What follows belongs to an exercise in optimizing a design on an open flow for small area; a production flow would make more cautious choices.
The RTL was checked by simulation tests, not by an equivalence proof against the original design.
Power figures rest on the tool's default switching activity, not on a simulated workload.

Setup of job 7895:
## thick_line_rasterizer_top
module thick_line_rasterizer_top
(
    input  logic                   i_clk,
    input  logic                   i_rst_n,
    input  logic                   s_axis_tvalid,
    output logic                   s_axis_tready,
    input  logic [8*tlr_pkg::IN_BYTES-1:0]  s_axis_tdata,
    input  logic                   s_axis_tuser,
    output logic                   m_axis_tvalid,
    input  logic                   m_axis_tready,
    output logic [8*tlr_pkg::OUT_BYTES-1:0] m_axis_tdata,
    output logic                   m_axis_tlast
);
Size in the first run: ~1200 cells after synthesis, about 140 flip-flops.
clock: 8.0 ns
lec_check: 0
cap_margin: 20
core_margin: 2
core_utilization: 40
place_density: 0.6
slew_margin: 20
standard.sh (not shown) runs the stock make flow with config.mk's settings and CLKGATE_MAP_FILE= SYNTH_SCRIPT=/design/flow/synth_recipe.tcl, a recipe that flattens the netlist after the stock synthesis.
==> flow/flow/run.sh <==
#!/bin/bash
# Own layout flow: the standard synthesis with one change, its ABC mapping script (a deeper,
# area-oriented one, and no separate full-adder extraction), then the standard layout with
# smaller port buffers (buf_1) and a clock tree of clkbuf_8 without dummy loads. Registers
# come out exactly as in the standard synthesis. Each tool's output goes to a log file of its own in
# this folder.
set -euo pipefail
W=$PWD
F=$W/flow
export MY_ABC_SCRIPT=${MY_ABC_SCRIPT:-$F/abc_area.script}
export MY_NO_FA=${MY_NO_FA:-1}
bash standard.sh SYNTH_SCRIPT=$F/synth.tcl \
    "BUFFER_PORTS_ARGS=-buffer_cell sky130_fd_sc_hd__buf_1" \
    "CTS_ARGS=-sink_clustering_enable -repair_clock_nets -dont_use_dummy_load -buf_list sky130_fd_sc_hd__clkbuf_8 -root_buf sky130_fd_sc_hd__clkbuf_8" \
    finish > $W/flow_make.log 2>&1
==> flow/flow/abc_area.script <==
strash
&get -n
&deepsyn -T 30
&put
dch -f
amap -F 3 -A 8
topo
==> flow/flow/synth.tcl <==
proc synth {args} { yosys synth -nofsm -noshare {*}$args }
proc abc {args} {
  set i [lsearch $args -script]
  if {$i >= 0} { lset args [expr {$i + 1}] $::env(MY_ABC_SCRIPT) }
  yosys abc {*}$args
}
if {[info exists ::env(MY_NO_FA)] && $::env(MY_NO_FA)} {
  proc extract_fa {args} { }
}
source $::env(SCRIPTS_DIR)/synth.tcl
# left out here: clear keep_hierarchy, flatten, clean up, hide names made inside functions, write 1_2_yosys.v
--- input diff job 7895..job 7777 ---
-- flow/design.v --
<<< job 7895, line 24
    output tlr_pkg::t_coord                 o_dmaj,    
    output tlr_pkg::t_coord                 o_dmin,    
    output logic [tlr_pkg::ERR_BITS-1:0]    o_err,     
    output logic                            o_ymaj,
>>> job 7777, line 24
    output tlr_pkg::t_coord                 o_dmaj,    
    output tlr_pkg::t_coord                 o_dmin,    
    output tlr_pkg::t_coord                 o_ddif,    
    output logic [tlr_pkg::ERR_BITS-1:0]    o_err,     
    output logic                            o_ymaj,
<<< job 7895, line 47
        o_dmaj = o_ymaj ? ady : adx;
        o_dmin = o_ymaj ? adx : ady;
        o_err  = {2'b11, ~o_dmaj[tlr_pkg::COORD_BITS-1:1]};
        o_mneg = sx ^ sy;
>>> job 7777, line 48
        o_dmaj = o_ymaj ? ady : adx;
        o_dmin = o_ymaj ? adx : ady;
        o_ddif = o_dmaj - o_dmin;
        o_err  = {2'b11, ~o_dmaj[tlr_pkg::COORD_BITS-1:1]};
        o_mneg = sx ^ sy;
<<< job 7895, line 69
    output tlr_pkg::t_coord                 o_rem,
    output logic [tlr_pkg::ERR_BITS-1:0]    o_err,
    output tlr_pkg::t_coord                 o_ddif,    
    output logic                            o_straight,
    output logic                            o_done
>>> job 7777, line 71
    output tlr_pkg::t_coord                 o_rem,
    output logic [tlr_pkg::ERR_BITS-1:0]    o_err,
    output logic                            o_straight,
    output logic                            o_done
<<< job 7895, line 82
        xmove      = !i_ymaj || pos;
        ymove      = i_ymaj || pos;
        o_x   = i_x + {{(tlr_pkg::COORD_BITS-1){xmove && i_ymaj && i_mneg}}, xmove};
        o_y   = i_y + {{(tlr_pkg::COORD_BITS-1){ymove && !i_ymaj && i_mneg}}, ymove};
        o_rem = i_rem - 1'b1;
        o_ddif = i_rem - i_dmin;
        o_err = i_err + ((pos && !i_fresh) ? ~{1'b0, i_ddif} : {1'b0, i_dmin}) + (pos && !i_fresh);
    end
endmodule
>>> job 7777, line 83
        xmove      = !i_ymaj || pos;
        ymove      = i_ymaj || pos;
        o_x   = !xmove ? i_x : ((i_ymaj && i_mneg) ? i_x - 1'b1 : i_x + 1'b1);
        o_y   = !ymove ? i_y : ((!i_ymaj && i_mneg) ? i_y - 1'b1 : i_y + 1'b1);
        o_rem = i_rem - 1'b1;
        o_err = (pos && !i_fresh) ? i_err - {1'b0, i_ddif} : i_err + {1'b0, i_dmin};
    end
endmodule
<<< job 7895, line 317
    logic [tlr_pkg::COLOR_BITS-1:0] r_out_color;
    logic                          r_out_last;
    tlr_pkg::t_coord               set_x, set_y, set_dmaj, set_dmin;
    logic [tlr_pkg::ERR_BITS-1:0]  set_err;
    logic                          set_ymaj, set_mneg;
    tlr_pkg::t_coord               nxt_x, nxt_y, nxt_rem, nxt_ddif;
    logic [tlr_pkg::ERR_BITS-1:0]  nxt_err;
    logic                          straight;
>>> job 7777, line 317
    logic [tlr_pkg::COLOR_BITS-1:0] r_out_color;
    logic                          r_out_last;
    tlr_pkg::t_coord               set_x, set_y, set_dmaj, set_dmin, set_ddif;
    logic [tlr_pkg::ERR_BITS-1:0]  set_err;
    logic                          set_ymaj, set_mneg;
    tlr_pkg::t_coord               nxt_x, nxt_y, nxt_rem;
    logic [tlr_pkg::ERR_BITS-1:0]  nxt_err;
    logic                          straight;
<<< job 7895, line 337
        .o_dmaj (set_dmaj),
        .o_dmin (set_dmin),
        .o_err  (set_err),
        .o_ymaj (set_ymaj),
>>> job 7777, line 337
        .o_dmaj (set_dmaj),
        .o_dmin (set_dmin),
        .o_ddif (set_ddif),
        .o_err  (set_err),
        .o_ymaj (set_ymaj),
<<< job 7895, line 355
        .o_rem      (nxt_rem),
        .o_err      (nxt_err),
        .o_ddif     (nxt_ddif),
        .o_straight (straight),
        .o_done     (done)
>>> job 7777, line 356
        .o_rem      (nxt_rem),
        .o_err      (nxt_err),
        .o_straight (straight),
        .o_done     (done)
<<< job 7895, line 383
    always_ff @(posedge i_clk) begin
        r_fresh <= load;
        if (r_fresh) begin
            r_ddif <= nxt_ddif;
        end
        if (load) begin
            r_x     <= set_x;
>>> job 7777, line 383
    always_ff @(posedge i_clk) begin
        r_fresh <= load;
        if (load) begin
            r_x     <= set_x;
<<< job 7895, line 392
            r_err   <= set_err;
            r_dmin  <= set_dmin;
            r_ymaj  <= set_ymaj;
            r_mneg  <= set_mneg;
>>> job 7777, line 389
            r_err   <= set_err;
            r_dmin  <= set_dmin;
            r_ddif  <= set_ddif;
            r_ymaj  <= set_ymaj;
            r_mneg  <= set_mneg;
[summary]
- As far as sequential power is concerned, job 7777 and job 7895 perform about the same.
- Job 7777 vs job 7895, total iterations of the first detailed-routing run went up by 1.
- NOTE: area growth from synthesis to layout in job 7777 exceeds that of job 7895
- DRC marker count from the first detailed-route iteration (job 7777 vs. job 7895) increases by more than a quarter
- Cmp job 7777 and job 7895 / maximum achievable frequency / lower: job 7777
- Looking at worst vdd rail ir drop, job 7777 sits about 4% below job 7895.
- Summary of job 7777 over job 7895: met3 routing resource usage after global routing rose by 0.34 points; minimum clock period rose by 0.063 ns; critical path depth stayed essentially flat.
- Row minimum setup slack in the final design: job 7777 lower / job 7895 higher

-- what the ideal ports hide --
The results above use ideal ports. As a check the final layouts listed here were re-extracted and re-timed, cells and wires unchanged.
Step 1, drivers: a clkbuf_16 drives i_clk and a buf_2 each remaining input, both assumed.
Step 2 also shifts input and output timing later by t, the mid clock arrival at the registers, as if the neighbouring blocks saw the same clock.
Three values: ideal, step 1, step 2; two values: the first two.
| run | shift t [ns] | setup WS [ns] | slew at the worst register clock pin (ns) | pins driven straight from the clock port |
|---|---|---|---|---|
| job 7895 | 0.469 | 0.547 / 0.504 / 0.657 | 0.08 / 0.08 | 1 |
| job 7777 | 0.474 | 0.484 / 0.446 / 0.258 | 0.09 / 0.09 | 1 |
After both steps setup and hold are still met in every run listed. The setup slack of job 7777, which loses most, moves by -0.038 ns with the drivers and by -0.226 ns with both steps.
